This is an optimization exercise on Yosys and OpenROAD, whose aim is small area, a short achievable clock period and few clock cycles per item, not a production implementation. Function not checked in this run: the RTL went through the layout flow alone.

[flow/config.mk]
export PLATFORM = sky130hd
export DESIGN_NAME = line_follow_steer_pd_core
export DESIGN_NICKNAME = line_follow_steer_pd_core
export VERILOG_FILES = /design/flow/design.v
export SDC_FILE = /design/flow/constraint.sdc
export NUM_CORES = 4
export LEC_CHECK = 0
export CAP_MARGIN = 20
export CORE_MARGIN = 2
export CORE_UTILIZATION = 40
export SLEW_MARGIN = 20
[flow/constraint.sdc]
create_clock -name core_clock -period 11.0 [get_ports {clk}]
set_input_delay 2.2000 -clock core_clock [delete_from_list [all_inputs] [get_ports {clk}]]
set_output_delay 2.2000 -clock core_clock [all_outputs]
set_load 0.01 [all_outputs]
[flow/design.v]
package lfs_pkg;
  localparam int PIX_W      = 7;
  localparam int CQ_W       = 11;
  localparam int TURN_W     = 6;
  localparam int DUTY_W     = 12;
  localparam int SPEED_W    = 10;
  localparam int COEFF_W    = 11;
  localparam int ROW_W      = 6;
  localparam int COL_W      = 7;
  localparam int GAIN_W     = 16;
  localparam int CFG_IDX_W  = 2;
  localparam int CFG_DATA_W = 16;
  localparam int GAIN5_W    = GAIN_W + 3;
  localparam int DUTY_MIN_RST = 1140;
  localparam int DUTY_MAX_RST = 1860;
endpackage
module lfs_cfg (
  input  logic                                 clk,
  input  logic                                 rst_n,
  input  logic                                 cfg_we,
  input  logic [lfs_pkg::CFG_IDX_W-1:0]        cfg_idx,
  input  logic [lfs_pkg::CFG_DATA_W-1:0]       cfg_data,
  output logic signed [lfs_pkg::GAIN5_W-1:0]   kp5,
  output logic signed [lfs_pkg::GAIN5_W-1:0]   kd5,
  output logic [lfs_pkg::DUTY_W-1:0]           duty_min,
  output logic [lfs_pkg::DUTY_W-1:0]           duty_max
);
  logic signed [lfs_pkg::GAIN5_W-1:0] g5;
  assign g5 = ($signed(cfg_data) <<< 2) + $signed(cfg_data);
  always_ff @(posedge clk) begin
    if (!rst_n) begin
      kp5      <= '0;
      kd5      <= '0;
      duty_min <= lfs_pkg::DUTY_W'(lfs_pkg::DUTY_MIN_RST);
      duty_max <= lfs_pkg::DUTY_W'(lfs_pkg::DUTY_MAX_RST);
    end else if (cfg_we) begin
      case (cfg_idx)
        2'd0: kp5      <= g5;
        2'd1: kd5      <= g5;
        2'd2: duty_min <= cfg_data[lfs_pkg::DUTY_W-1:0];
        default: duty_max <= cfg_data[lfs_pkg::DUTY_W-1:0];
      endcase
    end
  end
endmodule
module lfs_mul (
  input  logic signed [18:0] kp5,
  input  logic signed [18:0] kd5,
  input  logic signed [12:0] err,
  input  logic signed [13:0] dif,
  input  logic        [7:0]  tr3,
  input  logic signed [11:0] dct,
  output logic signed [31:0] acc
);
  assign acc = kp5 * err + kd5 * dif + (($signed({1'b0, tr3}) * dct) <<< 6)
             + 32'sd30720000;
endmodule
module lfs_ctrl (
  input  logic                clk,
  input  logic                rst_n,
  input  logic                in_valid,
  output logic                in_ready,
  input  logic [6:0]          in_width_near,
  input  logic [6:0]          in_width_below,
  input  logic [6:0]          in_left_edge_near,
  input  logic [6:0]          in_right_edge_near,
  input  logic [10:0]         in_centre_exit,
  input  logic [10:0]         in_centre_near,
  input  logic [10:0]         in_centre_entry,
  input  logic [10:0]         in_centre_turn,
  input  logic [5:0]          in_turn_row,
  output logic                out_valid,
  input  logic                out_ready,
  output logic [11:0]         out_servo_duty,
  output logic [9:0]          out_speed_target,
  output logic [10:0]         out_diff_coeff,
  output logic [5:0]          out_marker_row,
  output logic [6:0]          out_marker_col,
  output logic                out_marker_valid,
  input  logic signed [18:0]  kp5,
  input  logic signed [18:0]  kd5,
  input  logic [11:0]         duty_min,
  input  logic [11:0]         duty_max
);
  logic adv;
  logic kv_r;
  logic v1_r, v2_r, v3_r, v4_r, ov_r;
  assign adv       = !(ov_r && !out_ready);
  assign in_ready  = !kv_r;
  assign out_valid = ov_r;
  typedef struct packed {
    logic [11:0] c;
    logic        e;      
    logic        x;      
    logic [5:0]  tr;
    logic [10:0] ct;
  } fr_t;
  fr_t f_in, k_r, s1_r;
  logic [11:0] c_sum;
  always_comb begin
    c_sum    = {1'b0, in_centre_near} + 12'd1264;
    f_in.e   = (in_width_near >= 7'd78);
    f_in.x   = !f_in.e && (in_width_below >= 7'd60);
    f_in.tr  = in_turn_row;
    f_in.ct  = in_centre_turn;
    if (f_in.e)                        f_in.c = {1'b0, in_centre_entry};
    else if (f_in.x)                   f_in.c = {1'b0, in_centre_exit};
    else if (in_left_edge_near < 7'd2) f_in.c = {2'b0, in_centre_near[10:1]};
    else if (in_right_edge_near > 7'd77) f_in.c = {1'b0, c_sum[11:1]};
    else                               f_in.c = {1'b0, in_centre_near};
  end
  always_ff @(posedge clk) begin
    if (!kv_r) k_r <= f_in;
    if (adv) s1_r <= kv_r ? k_r : f_in;
  end
  logic signed [12:0] err1, prev_err_r;
  logic signed [13:0] dif1;
  logic signed [11:0] dct1;
  logic [7:0]         tr3_1;
  logic [12:0]        aerr1;
  logic signed [15:0] spd_raw1;
  logic [6:0]         spd1;
  logic [7:0]         col1;
  logic               mval1;
  always_comb begin
    err1     = $signed({1'b0, s1_r.c}) - 13'sd624;
    dif1     = 14'(err1) - 14'(prev_err_r);
    dct1     = $signed({1'b0, s1_r.ct}) - 12'sd624;
    tr3_1    = (s1_r.tr == 6'd59) ? 8'd0 : 8'({s1_r.tr, 1'b0}) + 8'(s1_r.tr);
    aerr1    = err1[12] ? 13'(-err1) : 13'(err1);
    spd_raw1 = 16'sd6400 - $signed(16'(s1_r.tr) * 16'd208) - $signed(16'(aerr1) * 16'd7);
    spd1     = (spd_raw1 >= 16'sd4800) ? spd_raw1[11:5] : 7'd22;
    col1     = s1_r.c[11:4];
    mval1    = (col1 > 8'd1) && (col1 < 8'd78);
  end
  typedef struct packed {
    logic [6:0] spd;     
    logic [6:0] col;
    logic       mval;
    logic       e;
    logic       x;
  } side_t;
  side_t side1, s2_side, s3_side, s4_side;
  assign side1 = {spd1, col1[6:0], mval1, s1_r.e, s1_r.x};
  logic signed [12:0] s2_err;
  logic signed [13:0] s2_dif;
  logic signed [11:0] s2_dct;
  logic [7:0]         s2_tr3;
  always_ff @(posedge clk) begin
    if (adv) begin
      s2_err  <= err1;
      s2_dif  <= dif1;
      s2_dct  <= dct1;
      s2_tr3  <= tr3_1;
      s2_side <= side1;
    end
  end
  logic signed [31:0] acc2;
  lfs_mul u_mul (
    .kp5 (kp5),
    .kd5 (kd5),
    .err (s2_err),
    .dif (s2_dif),
    .tr3 (s2_tr3),
    .dct (s2_dct),
    .acc (acc2)
  );
  logic        s3_neg, s3_sat;
  logic [14:0] s3_x;
  always_ff @(posedge clk) begin
    if (adv) begin
      s3_neg  <= acc2[31];
      s3_sat  <= (acc2[30:12] >= 19'd20480);
      s3_x    <= acc2[26:12];
      s3_side <= s2_side;
    end
  end
  logic [31:0] qp3;
  logic [11:0] q3, t3, duty3;
  always_comb begin
    qp3   = 32'(s3_x) * 32'd52429;
    q3    = s3_neg ? 12'd0 : s3_sat ? 12'd4095 : qp3[29:18];
    t3    = (q3 < duty_min) ? duty_min : q3;
    duty3 = (t3 > duty_max) ? duty_max : t3;
  end
  logic [11:0] s4_duty;
  always_ff @(posedge clk) begin
    if (adv) begin
      s4_duty <= duty3;
      s4_side <= s3_side;
    end
  end
  logic signed [12:0] d4;
  logic [11:0]        m4;
  logic [28:0]        cp4;
  logic [10:0]        coef4;
  always_comb begin
    d4    = $signed({1'b0, s4_duty}) - 13'sd1500;
    m4    = d4[12] ? 12'(~d4) + 12'd73 : 12'(d4) + 12'd72;
    cp4   = 29'(m4) * 29'd93207;
    coef4 = cp4[27:17];
  end
  always_ff @(posedge clk) begin
    if (adv) begin
      out_servo_duty   <= s4_duty;
      out_speed_target <= {3'b001, s4_side.spd};
      out_diff_coeff   <= coef4;
      out_marker_row   <= {s4_side.e, !s4_side.e, !s4_side.x,
                           s4_side.x, 1'b1, !s4_side.x};
      out_marker_col   <= s4_side.col;
      out_marker_valid <= s4_side.mval;
    end
  end
  always_ff @(posedge clk) begin
    if (!rst_n) begin
      kv_r       <= 1'b0;
      v1_r       <= 1'b0;
      v2_r       <= 1'b0;
      v3_r       <= 1'b0;
      v4_r       <= 1'b0;
      ov_r       <= 1'b0;
      prev_err_r <= '0;
    end else begin
      kv_r <= (kv_r || in_valid) && !adv;
      if (adv) begin
        v1_r <= kv_r || in_valid;
        v2_r <= v1_r;
        v3_r <= v2_r;
        v4_r <= v3_r;
        ov_r <= v4_r;
        if (v1_r) prev_err_r <= err1;
      end
    end
  end
endmodule
module line_follow_steer_pd_core (
  input  logic                              clk,
  input  logic                              rst_n,
  input  logic                              in_valid,
  output logic                              in_ready,
  input  logic [lfs_pkg::PIX_W-1:0]         in_width_near,
  input  logic [lfs_pkg::PIX_W-1:0]         in_width_below,
  input  logic [lfs_pkg::PIX_W-1:0]         in_left_edge_near,
  input  logic [lfs_pkg::PIX_W-1:0]         in_right_edge_near,
  input  logic [lfs_pkg::CQ_W-1:0]          in_centre_exit,
  input  logic [lfs_pkg::CQ_W-1:0]          in_centre_near,
  input  logic [lfs_pkg::CQ_W-1:0]          in_centre_entry,
  input  logic [lfs_pkg::CQ_W-1:0]          in_centre_turn,
  input  logic [lfs_pkg::TURN_W-1:0]        in_turn_row,
  output logic                              out_valid,
  input  logic                              out_ready,
  output logic [lfs_pkg::DUTY_W-1:0]        out_servo_duty,
  output logic [lfs_pkg::SPEED_W-1:0]       out_speed_target,
  output logic [lfs_pkg::COEFF_W-1:0]       out_diff_coeff,
  output logic [lfs_pkg::ROW_W-1:0]         out_marker_row,
  output logic [lfs_pkg::COL_W-1:0]         out_marker_col,
  output logic                              out_marker_valid,
  input  logic                              cfg_we,
  input  logic [lfs_pkg::CFG_IDX_W-1:0]     cfg_idx,
  input  logic [lfs_pkg::CFG_DATA_W-1:0]    cfg_data
);
  logic signed [lfs_pkg::GAIN5_W-1:0] kp5, kd5;
  logic [lfs_pkg::DUTY_W-1:0]         duty_min, duty_max;
  lfs_cfg u_cfg (
    .clk      (clk),
    .rst_n    (rst_n),
    .cfg_we   (cfg_we),
    .cfg_idx  (cfg_idx),
    .cfg_data (cfg_data),
    .kp5      (kp5),
    .kd5      (kd5),
    .duty_min (duty_min),
    .duty_max (duty_max)
  );
  lfs_ctrl u_ctrl (
    .clk                (clk),
    .rst_n              (rst_n),
    .in_valid           (in_valid),
    .in_ready           (in_ready),
    .in_width_near      (in_width_near),
    .in_width_below     (in_width_below),
    .in_left_edge_near  (in_left_edge_near),
    .in_right_edge_near (in_right_edge_near),
    .in_centre_exit     (in_centre_exit),
    .in_centre_near     (in_centre_near),
    .in_centre_entry    (in_centre_entry),
    .in_centre_turn     (in_centre_turn),
    .in_turn_row        (in_turn_row),
    .out_valid          (out_valid),
    .out_ready          (out_ready),
    .out_servo_duty     (out_servo_duty),
    .out_speed_target   (out_speed_target),
    .out_diff_coeff     (out_diff_coeff),
    .out_marker_row     (out_marker_row),
    .out_marker_col     (out_marker_col),
    .out_marker_valid   (out_marker_valid),
    .kp5                (kp5),
    .kd5                (kd5),
    .duty_min           (duty_min),
    .duty_max           (duty_max)
  );
endmodule
[flow/run.sh]
#!/bin/bash
# synth_recipe.tcl (not shown) runs the flow's synth.tcl, then flattens the netlist and writes it again
# the make line also repeats each setting of config.mk as NAME=value (left out here)
make -C /OpenROAD-flow-scripts/flow DESIGN_CONFIG=/design/flow/config.mk WORK_HOME=/design/flow/orfs CLKGATE_MAP_FILE= SYNTH_SCRIPT=/design/flow/synth_recipe.tcl finish
==> run summary <==
-- per-layer routing --
metal	GRT usage, %	share of wire (%)	routed length, um	vias to the layer above
li1	-	-	-	14006
met1	24.3	46	44500	14644
met2	30.8	48	46500	558
met3	2.76	4.5	4430	113
met4	4.75	2.3	2250	0
met5	0	0	0	-
-- final cells by class --
class                   count  share of cell area (%)
multi-input cells        3009                    65.1
well taps                1476                    3.84
flip-flops and latches    312                    17.1
clock buffers              46                    2.13
inverters                1045                    8.16
clock inverters            24                   0.501
repair buffers            153                    3.11
diodes                      2                  0.0104
-- layout by cell type, fill, tap and decap left out, drive strengths merged, types with 6 or more instances in the layout --
cell	instances
o21ai	74
o31ai	9
a211o	6
conb	6
edfxtp	200
nand2	615
or3	12
a2111oi	6
nor4	7
o211ai	18
ha	472
nor2b	33
a311oi	9
nor2	111
a211oi	19
nor3	39
a21boi	7
inv	1046
o21bai	7
xnor2	92
mux2	36
nand3	40
or2	9
nand4	12
and3	19
a21o	38
fa	785
nand2b	39
clkinv	18
o311ai	8
buf	13
clkbuf	46
and2	181
o21a	18
dfxtp	112
a31oi	16
xor2	52
a21oi	148
clkdlybuf4s50	140
-- through the flow --
step           hold WS, ps  utilization [%]  instance area (sq um)
3_5_place_dp           405             42.9                  46900
5_1_grt                417             44.1                  48200
4_1_cts                411             44.1                  48100
2_1_floorplan          400                -                  44100
3_3_place_gp           401             42.9                  46900
6_report               411             44.1                  48200
-- state kept, by name (all words and copies together), names as in the netlist, 8 cells and up --
| name | cells |
|---|---|
| u_ctrl.s1_r | 31 |
| u_ctrl.s2_tr3 | 8 |
| u_ctrl.out_diff_coeff | 11 |
| u_cfg.duty_max | 12 |
| u_cfg.kp5 | 19 |
| u_ctrl.s2_dct | 12 |
| u_ctrl.s3_side | 17 |
| u_ctrl.prev_err_r | 13 |
| u_ctrl.s2_dif | 14 |
| u_ctrl.s2_err | 13 |
| u_ctrl.s3_x | 15 |
| u_cfg.duty_min | 12 |
| u_ctrl.s4_side | 17 |
| u_ctrl.k_r | 31 |
| u_ctrl.s4_duty | 12 |
| u_cfg.kd5 | 19 |
| u_ctrl.s2_side | 17 |
| u_ctrl.out_servo_duty | 12 |
-- how the worst max path moves through the flow --
stage	end	slack, ps	startpoint
after global routing	u_ctrl.s4_duty[5]	5	u_ctrl.s3_x[4]
after CTS	u_ctrl.s3_neg	780	u_ctrl.s2_tr3[0]
after floorplan	u_ctrl.s4_duty[7]	1560	u_ctrl.s3_x[13]
after detailed placement	u_ctrl.s4_duty[5]	860	u_ctrl.s3_x[9]
after global placement	u_ctrl.s3_neg	960	u_ctrl.s2_tr3[0]
final	u_ctrl.s4_duty[5]	760	u_ctrl.s3_x[9]
-- kinds of logic after synthesis --
group / Yosys count / synth area share, %
mux: 39 / 1.00
simple gates: 1135 / 11.8
fa+ha+maj: 1257 / 49.0
flops: 312 / 18.7
xor+xnor: 144 / 2.86
buf+inv: 1190 / 10.2
compound gates: 428 / 6.31
other cells: 2 / 0.0170
==> results_dict.tcl <==
set metrics [dict create \
    multi_input_area_sq_um 31400 \
    synthArstFlopShare_pct 0 \
    worstSkewPairLatency_ps 590 \
    via_count 29321 \
    relSlewSlack_pct 29.8 \
    yosys_most_used_dff "edfxtp_1" \
    synth-edff-count 200 \
    fmax_ghz 0.0977 \
    path_clk_slew_ps 60 \
    layout-drive-gt1-share_pct 3.03 \
    wirelength_um 97700 \
    yosysSeqAreaShare_pct 18.7 \
    timing.rr.start "u_ctrl.s3_x[9]" \
    post_drt_wl_per_cell_um 16.1 \
    cp_slowest_cell "fa_1" \
    setup_tns_ps 0 \
    synth_top_area_share_pct 35.6 \
    worst-path-stages 34 \
    path_max_fanout 18 \
    yosys_warnings 2 \
    core-area_sq_um 109000 \
    postRouteAntennaNets 0 \
    post-cts-setup-buffers 0 \
    die_area_sq_um 113000 \
    r2r_cells 34 \
    hold_depth 0 \
    hpwl_um 83200 \
    synthTopCellsByArea "fa_1 36%, edfxtp_1 14%, ha_1 13%" \
    synth_area_per_cell_sq_um 9.78 \
    syn_area_sq_um 44100 \
    pin_count 150 \
    synth-seq-cells 312 \
    root_buffer "clkbuf_16" \
    arrival_ps 10570 \
    pre_cts_ws_ps 856 \
    r2r_slack_ps 760 \
    seqCellArea_sq_um 8250 \
    rr_endpoint "u_ctrl.s4_duty[5]" \
    min_period_ps 10240 \
    grt_max_degree 99 \
    status "finished clean" \
    hp-class "flop to flop" \
    die_w_um 336 \
    min_period_over_period_pct 93.1 \
    area_growth_pct 9.23 \
    portBuffers 140 \
    cts-buffers-inserted 38 \
    placed_cells 5995 \
    critPathMaxStageDelay_ps 580 \
    fin_worst_skew_ps 21.8 \
    initial_core_util_pct 40.4 \
    cts_buffer_depth 3 \
    synthTopCellsByCount "1,042 x inv_1, 785 x fa_1, 615 x nand2_1" \
    timing.final.ws_setup_ps 764 \
    hold_end "u_ctrl.s4_side[0]" \
    grt_pass1_vias 31861 \
    die_h_um 336 \
    cts_tree "built" \
    clock-sinks 312 \
    synth_top_cell_by_area "fa_1" \
    endpoint_kind "flop" \
    via_per_inst 4.83 \
    gp_congestion 0.872 \
    n_fill_cell 10463 \
    first_iter_violations 1261 \
    num_rows 121 \
    criticalPathCategory "flop to flop" \
    synthDistinctLibCells 75 \
    grt-ovfl-total 0 \
    drv_slew 0 \
    antenna_found_initial 7 \
    crit_buf_inv 3 \
    htree_levels 2 \
    crit_family "adder cells" \
    grt_usage_pct 18.2 \
    setup_viol 0 \
    max-cap-violations 0 \
    hold_viol 0 \
    cts_resized 0 \
    crit_required_ps 11330 \
    holdCritStartpoint "u_ctrl.s3_side[0]" \
    tightestPinTransition_ps 1050 \
    hold_buffers 0 \
    synth_cells 4507 \
    synthMostInstantiatedCell "inv_1" \
    nets 5917 \
    drcViolationCount 0 \
    first_pass_iters 5 \
    cpMostUsedCell "fa_1" \
    grt_pass1_wl_um 164000 \
    cp-start-kind "flop" \
    fin_cells 6067 \
    grt_setup_unrepaired "no" \
]

[port drivers added, routing unchanged]
How much do the figures lean on ideal ports? The routed layout below was timed once more, with nothing changed but the port constraints. Step 1 assumes that a clkbuf_16 drives the clock port and a buf_2 every other input. Step 2 times the ports against the registers' clock, not the clock port: input delays grow and output delays shrink by t, the midpoint of the rising clock arrivals with the driver on. Three values: ideal ports, drivers, drivers and shift; two values: the first two.
shift t [ns]: 0.649
slack for setup (ns): 0.764 / 0.764 / 0.764
hold WS [ns]: 0.411 / 0.411 / 0.411
worst setup path at the end: register to register
slew at the worst register clock pin (ns): 0.06 / 0.06
After both steps setup and hold are still met in this run. The setup slack of this run moves by 0.000 ns with the drivers and by 0.000 ns with both steps.
